This design comes from an exercise in tuning for small area, a short achievable clock period and few clock cycles on the open sky130 flow, not from production work. In this exercise RTL edits were held to simulation tests only and were not proved equivalent to the original. Power figures rest on the tool's default switching activity, not on a simulated workload.

<file path="flow/config.mk">
export PLATFORM = sky130hd
export DESIGN_NAME = noc_mesh_top
export DESIGN_NICKNAME = noc_mesh_top
export VERILOG_FILES = /design/flow/design.v
export SDC_FILE = /design/flow/constraint.sdc
export NUM_CORES = 4
export LEC_CHECK = 0
export CAP_MARGIN = 20
export CORE_MARGIN = 2
export CORE_UTILIZATION = 50
export CTS_CLUSTER_DIAMETER = 300
export CTS_CLUSTER_SIZE = 24
export SETUP_SLACK_MARGIN = 4.8
export SLEW_MARGIN = 20
</file>
<file path="flow/run.sh">
#!/bin/bash
# synth_recipe.tcl (not shown) runs the flow's synth.tcl, then flattens the netlist and writes it again
# the make line also repeats each setting of config.mk as NAME=value (left out here)
make -C /OpenROAD-flow-scripts/flow DESIGN_CONFIG=/design/flow/config.mk WORK_HOME=/design/flow/orfs CLKGATE_MAP_FILE= SYNTH_SCRIPT=/design/flow/synth_recipe.tcl finish
</file>
<file path="flow/constraint.sdc">
create_clock -name core_clock -period 7.5 [get_ports {clk}]
set_input_delay 1.5000 -clock core_clock [delete_from_list [all_inputs] [get_ports {clk}]]
set_output_delay 1.5000 -clock core_clock [all_outputs]
set_load 0.01 [all_outputs]
</file>
<file path="flow/design.v">
`timescale 1ns/1ps
module noc_mesh_top (
  input  logic           clk,
  input  logic           rst_n_i,
  input  logic [3:0]     rx_flit_v_i,
  input  logic [127:0]   rx_flit_i,
  output logic [3:0]     rx_lcrd_v_o,
  output logic [3:0]     tx_flit_v_o,
  output logic [127:0]   tx_flit_o,
  input  logic [3:0]     tx_lcrd_v_i
);
  localparam int NN = 4;
  localparam int DW = 28;         
  localparam int EW = DW + 2;     
  logic [NN-1:0][3:0][EW-1:0] mem;
  logic [NN-1:0][3:0]         wr_ptr;     
  logic [NN-1:0][3:0]         rd_ptr;     
  logic [NN-1:0][NN-1:0]      head_dst;   
  logic [NN-1:0][EW-1:0]      in_ent;
  logic [NN-1:0][NN-1:0]      in_dst;     
  logic [NN-1:0][EW-1:0]      q_head;
  logic [NN-1:0][EW-1:0]      q_next;     
  logic [NN-1:0]              empty;
  logic [NN-1:0]              more;       
  logic [NN-1:0]              push;       
  logic [NN-1:0][NN-1:0]      last;       
  logic [NN-1:0][2:0]         crd_cnt;
  logic [NN-1:0]              crd_ok;     
  logic [NN-1:0][2:0]         crd_inc;
  logic [NN-1:0][2:0]         crd_dec;
  logic [NN-1:0][DW-1:0]      tx_data;
  logic [NN-1:0][NN-1:0]      q_req;      
  logic [NN-1:0][NN-1:0]      q_gnt;
  logic [NN-1:0]              q_any;
  logic [NN-1:0][NN-1:0]      b_req;      
  logic [NN-1:0][NN-1:0]      b_gnt;
  logic [NN-1:0]              b_any;
  logic [NN-1:0]              q_pop;
  logic [NN-1:0]              b_pop;
  logic [NN-1:0]              send;
  function automatic logic [NN-1:0] dst_onehot(input logic [1:0] n);
    dst_onehot = NN'(1) << n;
  endfunction
  for (genvar s = 0; s < NN; s++) begin : gen_src
    assign in_ent[s] = {rx_flit_i[32*s+28], rx_flit_i[32*s+30], rx_flit_i[32*s +: DW]};
    assign in_dst[s] = rx_flit_v_i[s] ? dst_onehot(in_ent[s][EW-1 -: 2]) : '0;
    assign empty[s]  = (head_dst[s] == '0);
    assign more[s]   = !empty[s] && !(|(wr_ptr[s] & {rd_ptr[s][2:0], rd_ptr[s][3]}));
    always_comb begin
      q_head[s] = '0;
      q_next[s] = '0;
      for (int i = 0; i < 4; i++) begin
        if (rd_ptr[s][i]) q_head[s] |= mem[s][i];
        if (rd_ptr[s][i]) q_next[s] |= mem[s][(i + 1) % 4];
      end
    end
    assign push[s]   = rx_flit_v_i[s] && !b_pop[s];
  end
  always_ff @(posedge clk) begin
    for (int s = 0; s < NN; s++)
      for (int i = 0; i < 4; i++)
        if (rx_flit_v_i[s] && wr_ptr[s][i]) mem[s][i] <= in_ent[s];
  end
  always_ff @(posedge clk or negedge rst_n_i) begin
    if (!rst_n_i) begin
      wr_ptr      <= {NN{4'b0001}};
      rd_ptr      <= {NN{4'b0001}};
      head_dst    <= '0;
      rx_lcrd_v_o <= '0;
    end else begin
      for (int s = 0; s < NN; s++) begin
        if (push[s]) wr_ptr[s] <= {wr_ptr[s][2:0], wr_ptr[s][3]};
        if (q_pop[s]) rd_ptr[s] <= {rd_ptr[s][2:0], rd_ptr[s][3]};
        if (q_pop[s]) begin
          if (more[s])          head_dst[s] <= dst_onehot(q_next[s][EW-1 -: 2]);
          else if (push[s])     head_dst[s] <= in_dst[s];
          else                  head_dst[s] <= '0;
        end else if (empty[s] && push[s]) begin
          head_dst[s] <= in_dst[s];
        end
      end
      rx_lcrd_v_o <= q_pop | b_pop;
    end
  end
  always_comb begin
    logic [NN-1:0] ahead;
    for (int d = 0; d < NN; d++) begin
      for (int s = 0; s < NN; s++)
        q_req[d][s] = crd_ok[d] && head_dst[s][d];
      q_any[d] = |q_req[d];
      for (int s = 0; s < NN; s++)
        b_req[d][s] = crd_ok[d] && !q_any[d] && empty[s] && in_dst[s][d];
      b_any[d] = |b_req[d];
      send[d]  = q_any[d] || b_any[d];
      for (int s = 0; s < NN; s++) begin
        ahead = '0;
        for (int t = 0; t < NN; t++) begin
          if (t != s) begin
            for (int w = 0; w < NN; w++) begin
              if (((t - w - 1 + 2*NN) % NN) < ((s - w - 1 + 2*NN) % NN)) ahead[t] |= last[d][w];
            end
          end
        end
        q_gnt[d][s] = q_req[d][s] && !(|(q_req[d] & ahead));
      end
      for (int s = 0; s < NN; s++) begin
        b_gnt[d][s] = b_req[d][s];
        for (int t = 0; t < s; t++) if (b_req[d][t]) b_gnt[d][s] = 1'b0;
      end
    end
    for (int s = 0; s < NN; s++) begin
      q_pop[s] = 1'b0;
      b_pop[s] = 1'b0;
      for (int d = 0; d < NN; d++) begin
        q_pop[s] |= q_gnt[d][s];
        b_pop[s] |= b_gnt[d][s];
      end
    end
  end
  always_ff @(posedge clk or negedge rst_n_i) begin
    if (!rst_n_i) begin
      last        <= {NN{4'b1000}};
      crd_cnt     <= {NN{3'd4}};
      crd_ok      <= '1;
      tx_flit_v_o <= '0;
    end else begin
      tx_flit_v_o <= send;
      for (int d = 0; d < NN; d++) begin
        if (q_any[d]) last[d] <= q_gnt[d];
        case ({send[d], tx_lcrd_v_i[d]})
          2'b10: begin
            crd_cnt[d] <= crd_dec[d];
            crd_ok[d]  <= (crd_cnt[d] != 3'd1);
          end
          2'b01: begin
            crd_cnt[d] <= crd_inc[d];
            crd_ok[d]  <= 1'b1;
          end
          default: ;
        endcase
      end
    end
  end
  always_ff @(posedge clk) begin
    logic [DW-1:0] w;
    for (int d = 0; d < NN; d++) begin
      w = '0;
      for (int s = 0; s < NN; s++)
        if (q_gnt[d][s] || b_gnt[d][s]) w |= empty[s] ? in_ent[s][DW-1:0] : q_head[s][DW-1:0];
      tx_data[d] <= w;
    end
  end
  for (genvar d = 0; d < NN; d++) begin : gen_dst
    assign crd_inc[d] = crd_cnt[d] + 3'd1;
    assign crd_dec[d] = crd_cnt[d] - 3'd1;
    assign tx_flit_o[32*d +: 32] = {1'b0, 1'(d % 2), 1'b0, 1'(d / 2), tx_data[d]};
  end
endmodule
</file>
==> reports/metrics.csv, run 1 <==
stage,metric,value,unit
logic_synthesis,YS warnings,1,
detailed_routing,DRC errors left,0,
detailed_routing,post-route ant nets,0,
detailed_routing,metal2 WL,42960,µm
placement,Routability Congestion,0.9056,
global_route,initial antenna violation count,9,
worst_setup_path,CP Class,input pin to register,
clock_tree,depth of the CTS H-tree,2,
clock_tree,Num CTS Buffers,34,
placement,port buffer count,249,
clock_tree,clock-pin slew of the registers on the worst-case setup and hold paths,0.10,ns
logic_synthesis,"Cell Area, Synth",0.02760,mm²
worst_setup_path,crit path capture type,register,
detailed_routing,Met1 Wirelength,37450,µm
detailed_routing,highest metal used,met5,
worst_setup_path,worst-case reg-to-reg path depth,7,
worst_setup_path,RR Endpoint,head_dst[3]$_DFFE_PN0P_,
flow_run,max cap viols,0,
run_status,status,no timing/DRC/antenna violations,
detailed_routing,Initial DRC Count,2499,
sta,period utilisation layout,37.39,%
die,Die Y,238.9,µm
worst_setup_path,Crit path largest cell delay,0.57,ns
die,IO Count,274,
worst_setup_path,startpoint types,input pin,
worst_setup_path,"Slowest-stage cell, CP",or4b_4,
finish,Nets,2508,
die,Die X-Extent,238.9,µm
finish,Fillers,4259,
sta,final setup fails,0,
placement,placed instance area,0.03088,mm²
worst_setup_path,"Largest delay share family, worst path",simple AND/OR/NAND/NOR gates,
sta,Final TNS setup,0,ns
sta,slew margin rel.,30.73,%
sta,FMAX,356.6,MHz
pwr,P_leak,11.59,nW
worst_setup_path,Crit path buffers/inverters,2,
finish,post-route cell area,0.03344,mm²
worst_setup_path,R2R setup slack,4.79,ns
die,row cnt,86,
sta,RSZ-0062 raised after global routing,true,
finish,Layout area overhead,21.17,%
logic_synthesis,top_reg_cell synth,edfxtp_1,
global_route,vias in the first global route,19320,
die,starting density of the core,50.28,%
worst_hold_path,Hold Path Origin,last[3]$_DFFE_PN1P_,
detailed_routing,met3 WL,9551,µm
worst_setup_path,worst path arrival time,3.27,ns
die,die area,0.05709,mm²
global_route,global-route wire length before repair,132900,µm
worst_setup_path,"Critical Path, Cell by Cell",buf_12 > and3b_2 > buf_6 > or4b_4 > o2111ai_4 > o21ai_2 > a22oi_1 > a21oi_1,
pwr,Peak VDD IR,0.2169,mV
finish,share of layout cells above drive strength 1,19.67,%
clock_tree,Sink Count,680,
sta,Worst Max-Slew Pin Slew,1.034,ns
sta,Setup WS post-layout,4.696,ns
worst_setup_path,"Max FO, Critical Path",6,
sta,min Tclk post-route,2.804,ns
clock_tree,clock latency (worst-skew pair),0.59,ns
detailed_routing,drt wl/cell,30.40,µm
placement,post-detail-place hpwl,54340,µm
clock_tree,Max Root-Sink Buffers,3,
detailed_routing,First-pass DRT Iterations,5,
global_route,gr usage total,32.03,%
worst_setup_path,reg2reg start,head_dst[6]$_DFFE_PN0P_,
logic_synthesis,Avg Inst Size Synth,13.22,µm²
detailed_routing,Vias/cell,6.623,
worst_hold_path,hold path depth,2,
worst_hold_path,Hold EP,last[3]$_DFFE_PN1P_,
worst_setup_path,Crit path required time,7.97,ns
sta,max-slew violation count,0,
sta,clk_skew,0.02586,ns
global_route,largest net degree at the start of global routing,60,
global_route,grt total ovfl,0,
die,Core ar.,0.05488,mm²
clock_tree,quantity of hold-fixing buffers added after cts,0,
detailed_routing,Vias,20470,
logic_synthesis,cell count after synthesis,2087,
worst_hold_path,Hold Path Class,register to register,
clock_tree,Root Buffer,clkbuf_16,
detailed_routing,overall routed net length,93940,µm
logic_synthesis,number of synthesized flops with an enable pin,480,
logic_synthesis,"FF+latch count, synth",680,
placement,Place WS,3.105,ns
sta,Final Hold Viols,0,
clock_tree,CTS tree,built,
logic_synthesis,Yosys cell types,80,
pwr,cell area power density,333.2,mW/mm²
logic_synthesis,Async SR Flop Fraction,12.94,%
logic_synthesis,sequential fraction of the synthesis area,68.43,%
worst min-delay path, stage by stage (launching register included):
cell     delay [ns]
dfstp_2        0.40
nand2_1        0.05
nand2_1        0.05
kinds of logic (layout without fill, tap and decap cells):
| kind of cell | after synthesis | count (layout) | share of synthesized area [%] |
|---|---|---|---|
| flip-flops | 680 | 680 | 68.43 |
| multiplexers | 37 | 37 | 1.478 |
| buffers and inverters | 214 | 477 | 3.287 |
| XOR/XNOR | 12 | 12 | 0.3809 |
| adder cells (fa/ha/maj) | 16 | 16 | 0.7255 |
| AND/OR/NAND/NOR | 433 | 446 | 7.295 |
| AO/OA/AOI/OAI | 693 | 695 | 18.38 |
| other | 2 | 23 | 0.02721 |
through the flow:
stage	total power [mW]	utilization [%]	hold WS (ns)	std cells
after floorplan	6.800	-	0.4539	2101
after global placement	8.135	56.27	0.4764	2928
after detailed placement	8.199	56.27	0.4745	2928
after CTS	10.84	60.14	0.4912	3053
after global routing	11.48	60.91	0.5070	3087
final	11.14	60.93	0.4909	3090
Yosys cell counts, drive strengths merged, types with 4 or more instances:
cell type    n  area, µm²
o2111ai     10      93.84
dfxtp      112       2242
o211ai      33      247.7
nand4        7      43.79
xnor2        4      35.03
o31ai       10      75.07
dfstp       20      525.5
a21oi       20      100.1
nand2b       6      37.54
a221oi       5      43.79
nor4b        5      43.79
a211oi      10      80.07
nor4         8      56.30
o21ai       96      484.2
and3         4      25.02
edfxtp     480      14410
inv         47      176.4
a22oi      275       2069
a31oi       87      544.3
and2        24      150.1
or4          8      63.81
ha          16      200.2
a221o       87      870.8
clkbuf     132      495.5
dfrtp       68       1702
mux2i        7      70.07
a21o         5      37.54
nand2      180      678.2
nand3b       7      52.55
nor2       112      420.4
buf         35      235.2
nor3b        4      30.03
o22ai       30      187.7
or2          5      31.28
mux2        30      337.8
nand3       42      215.2
xor2         8      70.07
metal layers:
layer / vias to the layer above / global-route usage [%]
met1: 10330 / 44.40
met3: 233 / 6.778
met2: 1184 / 49.23
li1: 8718 / -
met4: 4 / 13.48
met5: - / 0
registers in the layout, summed over array words and instances (netlist names):
| name | flops |
|---|---|
| tx_flit_v_o | 4 |
| rd_ptr | 16 |
| crd_ok | 4 |
| mem | 480 |
| wr_ptr | 16 |
| crd_cnt | 12 |
| rx_lcrd_v_o | 4 |
| head_dst | 16 |
| tx_data | 112 |
| last | 16 |
report_power, final:
group          internal, mW  switching (mW)  total [mW]
clock network         0.897            1.18        2.08
logic                  1.58            2.88        4.46
registers              4.33           0.271        4.60
layout make-up:
cell class	instances	area (µm²)	area share, %
tap	704	880.8	2.634
clock inverter	2	25.02	0.07484
timing repair buffer	369	3563	10.66
inverter	47	176.4	0.5276
clock buffer	59	965.9	2.889
sequential	680	18960	56.70
multi-input combinational	1222	8847	26.46
antenna	7	17.52	0.05239
repair_timing:
action,4_1_cts,5_1_grt
resized for setup,510,79
hold endpoints to repair,0,0
cloned,14,4
pin swaps,43,43
buffers inserted,50,26
endpoints found under the setup margin,406,162
layout by cell type, fill, tap and decap left out, drive strengths merged, types with 8 or more instances in the layout:
cell type      count
nand2            187
edfxtp           480
a22oi            275
a221o             87
dlygate4sd2       24
a31oi             87
o211ai            33
a21oi             20
inv               49
nand3             42
clkdlybuf4s50    116
o21ai             98
or4               11
nor4               8
and2              26
o2111ai           10
a211oi            10
nor2             112
conb              16
dfstp             20
buf              153
xor2               8
dfxtp            112
ha                16
o22ai             30
mux2              30
clkbuf            69
clkdlybuf4s15     65
o31ai             10
dfrtp             68
worst max path at each step:
stage,slack [ns],start,cells past startpoint,end
after floorplan,4.43,rx_flit_i[30],8,tx_data[68]$_DFF_P_
after CTS,4.76,head_dst[15]$_DFFE_PN0P_,7,wr_ptr[14]$_DFFE_PN0N_
final,4.70,rx_flit_i[30],8,head_dst[3]$_DFFE_PN0P_
after detailed placement,3.11,rx_flit_i[60],7,tx_data[67]$_DFF_P_
after global placement,3.16,rx_flit_i[60],7,tx_data[67]$_DFF_P_
after global routing,4.69,rx_flit_i[30],8,head_dst[3]$_DFFE_PN0P_
Testbench counts, summed over its fixed seeds: cycles 1,274.
==> run 2, diff against run 1 <==
==> flow/flow/run.sh (new file) <==
#!/bin/bash
# The standard layout (the standard.sh, standard synthesis unchanged) with two
# resizer settings changed:
#  - port buffers are sky130_fd_sc_hd__buf_1 instead of the delay-buffer cell that
#    buffer_ports picks by default (the repair steps size them up where timing needs it);
#  - MATCH_CELL_FOOTPRINT=0, so timing repair may resize a cell to any footprint.
set -euo pipefail
export BUFFER_PORTS_ARGS="-buffer_cell sky130_fd_sc_hd__buf_1"
bash standard.sh MATCH_CELL_FOOTPRINT=0 finish > standard_flow.log 2>&1
==> flow/standard.sh (new file) <==
#!/bin/bash
# synth_recipe.tcl (not shown) runs the flow's synth.tcl, then flattens the netlist and writes it again
# the make line also repeats each setting of config.mk as NAME=value (left out here)
make -C /OpenROAD-flow-scripts/flow DESIGN_CONFIG=/design/flow/config.mk WORK_HOME=/design/flow/orfs CLKGATE_MAP_FILE= SYNTH_SCRIPT=/design/flow/synth_recipe.tcl "${@:-finish}"
removed: flow/run.sh
==> reports/metrics.csv, run 2 <==
stage,metric,value,unit,change
run_status,status,no timing/DRC/antenna violations,,
finish,post-route cell area,0.03158,mm²,-5.6%
detailed_routing,post-route ant nets,0,,unchanged
logic_synthesis,Yosys top cell by area,edfxtp_1,,
logic_synthesis,most frequent cells after synthesis,"edfxtp_1 (480), a22oi_1 (274), nand2_1 (179)",,
finish,Largest Register,mem,,
finish,"commonest non-fill, non-tap cell in the layout",edfxtp_1,,
flow_run,max cap viols,0,,unchanged
logic_synthesis,cell count after synthesis,2087,,unchanged
worst_setup_path,Critical Path Source,head_dst[1]$_DFFE_PN0P_,,
detailed_routing,drt wl/cell,29.10,µm,-4.3%
global_route,grt total ovfl,0,,unchanged
logic_synthesis,top_reg_cell synth,edfxtp_1,,
detailed_routing,Initial DRC Count,2502,,+0.12%
logic_synthesis,YS warnings,1,,unchanged
sta,FMAX,364.3,MHz,+2.2%
logic_synthesis,Yosys cell types,80,,unchanged
finish,Largest regs,"mem (480), tx_data (112)",,
clock_tree,Sink Count,680,,unchanged
finish,Layout area overhead,14.43,%,
clock_tree,clock-pin slew of the registers on the worst-case setup and hold paths,0.10,ns,about the same
detailed_routing,Vias,19870,,-2.9%
sta,max-slew violation count,0,,unchanged
worst_setup_path,RR Endpoint,tx_data[78]$_DFF_P_,,
worst_hold_path,hold path depth,2,,unchanged
placement,Routability Congestion,0.8831,,-2.5%
placement,placed instance area,0.02944,mm²,-4.7%
worst_hold_path,Hold EP,last[11]$_DFFE_PN1P_,,
worst_setup_path,CP Class,register to register,,
logic_synthesis,number of synthesized flops with an enable pin,480,,unchanged
detailed_routing,DRC errors left,0,,unchanged
sta,RSZ-0062 raised after global routing,true,,
finish,Nets,2468,,-1.6%
global_route,vias in the first global route,18790,,-2.7%
sta,Final Hold Viols,0,,unchanged
die,Die Y,238.9,µm,unchanged
die,Die X-Extent,238.9,µm,unchanged
sta,Worst Max-Slew Pin Slew,1.070,ns,+0.03561 ns
clock_tree,clock latency (worst-skew pair),0.59,ns,about the same
clock_tree,CTS tree,built,,
sta,slew margin rel.,28.35,%,-2.4 points
clock_tree,Num CTS Buffers,34,,unchanged
sta,worst hold slack,0.4908,ns,-0.0001050 ns
finish,share of layout cells above drive strength 1,14.37,%,-5.3 points
clock_tree,quantity of hold-fixing buffers added after cts,0,,unchanged
worst_hold_path,Hold Path Class,register to register,,
clock_tree,Root Buffer,clkbuf_16,,
detailed_routing,Vias/cell,6.520,,-1.6%
worst_setup_path,crit path capture type,register,,
worst_setup_path,reg2reg start,head_dst[1]$_DFFE_PN0P_,,
global_route,initial antenna violation count,7,,-2
clock_tree,Max Root-Sink Buffers,3,,unchanged
worst_hold_path,Hold Path Origin,last[11]$_DFFE_PN1P_,,
finish,max reg flops,480,,unchanged
worst_setup_path,startpoint types,register,,
logic_synthesis,sequential fraction of the synthesis area,68.43,%,unchanged
pwr,cell area power density,339.5,mW/mm²,+1.9%
sta,final setup fails,0,,unchanged
sta,clk_skew,0.02239,ns,-0.003466 ns
sta,min Tclk post-route,2.745,ns,-0.05918 ns
logic_synthesis,synth top area cells,"edfxtp_1 (52%), dfxtp_1 (8.1%), a22oi_1 (7.5%), dfrtp_1 (6.2%), a221o_1 (3.2%)",,
detailed_routing,First-pass DRT Iterations,7,,+2
logic_synthesis,Async SR Flop Fraction,12.94,%,unchanged
die,IO Count,274,,unchanged
pwr,P_leak,10.59,nW,-8.6%
clock_tree,depth of the CTS H-tree,2,,unchanged
sta,period utilisation layout,36.60,%,-0.79 points
detailed_routing,overall routed net length,88680,µm,-5.6%
logic_synthesis,top-area cell type share of the netlist area,52.23,%,unchanged
pwr,Peak VDD IR,0.2720,mV,+25%
global_route,largest net degree at the start of global routing,64,,+6.7%
die,starting density of the core,50.28,%,unchanged
die,Core ar.,0.05488,mm²,unchanged
worst_setup_path,"Max FO, Critical Path",28,,+22
placement,post-detail-place hpwl,54870,µm,+0.98%
logic_synthesis,Avg Inst Size Synth,13.22,µm²,unchanged
global_route,global-route wire length before repair,126600,µm,-4.7%
pwr,total power,10.72,mW,-3.8%
worst_setup_path,Crit path required time,8.01,ns,+0.04 ns
worst_setup_path,worst-case reg-to-reg path depth,6,,-1
worst_setup_path,R2R setup slack,4.76,ns,-0.03 ns
global_route,gr usage total,30.32,%,-1.7 points
die,row cnt,86,,unchanged
sta,Final TNS setup,0,ns,unchanged
logic_synthesis,"Cell Area, Synth",0.02760,mm²,unchanged
placement,port buffer count,249,,unchanged
finish,"commonest non-fill, non-tap cells in the layout","edfxtp_1 (480), a22oi_1 (255), buf_1 (229)",,
die,die area,0.05709,mm²,unchanged
logic_synthesis,"FF+latch count, synth",680,,unchanged
logic_synthesis,most frequent cell after synthesis,edfxtp_1,,
worst_setup_path,worst path arrival time,3.26,ns,about the same
## run 2: cell counts after synthesis
Identical to the previous run, type by type.
## run 2: how the worst max path moves through the flow
stage | endpoint | slack, ns | depth (start not counted)
detailed placement | tx_data[111]$_DFF_P_ | 3.40 | 7
floorplan | tx_data[64]$_DFF_P_ | 4.46 | 8
finish | tx_data[78]$_DFF_P_ | 4.76 | 6
global placement | tx_data[111]$_DFF_P_ | 3.40 | 7
global route | wr_ptr[6]$_DFFE_PN0N_ | 4.69 | 8
CTS | tx_data[25]$_DFF_P_ | 4.79 | 6
## run 2: cell type report
type                       instances  area (µm²)
multi-input combinational       1211        8673
tap                              704       880.8
fill                            4443       23300
clock buffer                      58       962.2
sequential                       680       18910
timing repair buffer             340        1941
clock inverter                     2       25.02
inverter                          47       176.4
antenna                            5       12.51
## run 2: stage by stage
step | utilization, % | cells | setup WS, ns
after global placement | 53.65 | 2927 | 3.398
final | 57.54 | 3047 | 4.755
after detailed placement | 53.65 | 2927 | 3.402
after floorplan | - | 2101 | 4.458
after CTS | 56.57 | 3017 | 4.789
after global routing | 57.52 | 3043 | 4.692
## run 2: metal layers
| layer | vias to the layer above | part of all wire [%] | track usage [%] |
|---|---|---|---|
| li1 | 8620 | - | - |
| met1 | 9984 | 41 | 43.07 |
| met2 | 1081 | 45 | 46.16 |
| met3 | 172 | 10 | 7.333 |
| met4 | 8 | 3.6 | 9.697 |
| met5 | - | 0.060 | 0 |
## run 2: worst max-delay path, stage by stage (launching register included)
cell and delay, ns:
dfrtp_2 0.51, buf_4 0.17, or4_4 0.67, or4b_4 0.56
and2_4 0.33, o22ai_1 0.22, a221o_1 0.17
## run 2: logic make-up (layout without fill, tap and decap cells)
logic type / count (synthesis) / in the layout / synth area share [%]
other cells: 2 / 21 / 0.02721
flops: 680 / 680 / 68.43
compound gates: 693 / 693 / 18.38
buf+inv: 214 / 447 / 3.287
simple gates: 433 / 437 / 7.295
mux: 37 / 37 / 1.478
xor+xnor: 12 / 12 / 0.3809
fa+ha+maj: 16 / 16 / 0.7255
## run 2: repair_timing
item,CTS,global route
setup endpoints to repair,169,120
cloned,6,1
gates resized for setup,126,82
setup buffers,24,24
pin swaps,21,29
## run 2: where the power goes
group	internal (mW)	total (mW)	switching [mW]
clock	0.895	2.07	1.18
sequential	4.32	4.61	0.286
combinational	1.32	4.04	2.72
total	6.53	10.7	4.19

-- what the ideal ports hide --
How much do the figures lean on ideal ports? The routed layouts below were timed once more, with nothing changed but the port constraints.
Step 1, drivers: a clkbuf_16 drives clk and a buf_2 each remaining input, both assumed.
Step 2 also shifts input and output timing later by t, the mid clock arrival at the registers, as if the neighbouring blocks saw the same clock.
Three values: ideal, step 1, step 2; two values: the first two.
| run | t (ns) | setup slack, ns | worst slew at a driven data input, ns | cell pins on the clock port's net |
|---|---|---|---|---|
| run 1 | 0.637 | 4.696 / 4.701 / 4.063 | 0.12 | 1 |
| run 2 | 0.640 | 4.755 / 4.739 / 4.099 | 0.14 | 1 |
After both steps every run listed still meets setup and hold. The setup slack of run 2, which loses most, moves by -0.016 ns with the drivers and by -0.656 ns with both steps.
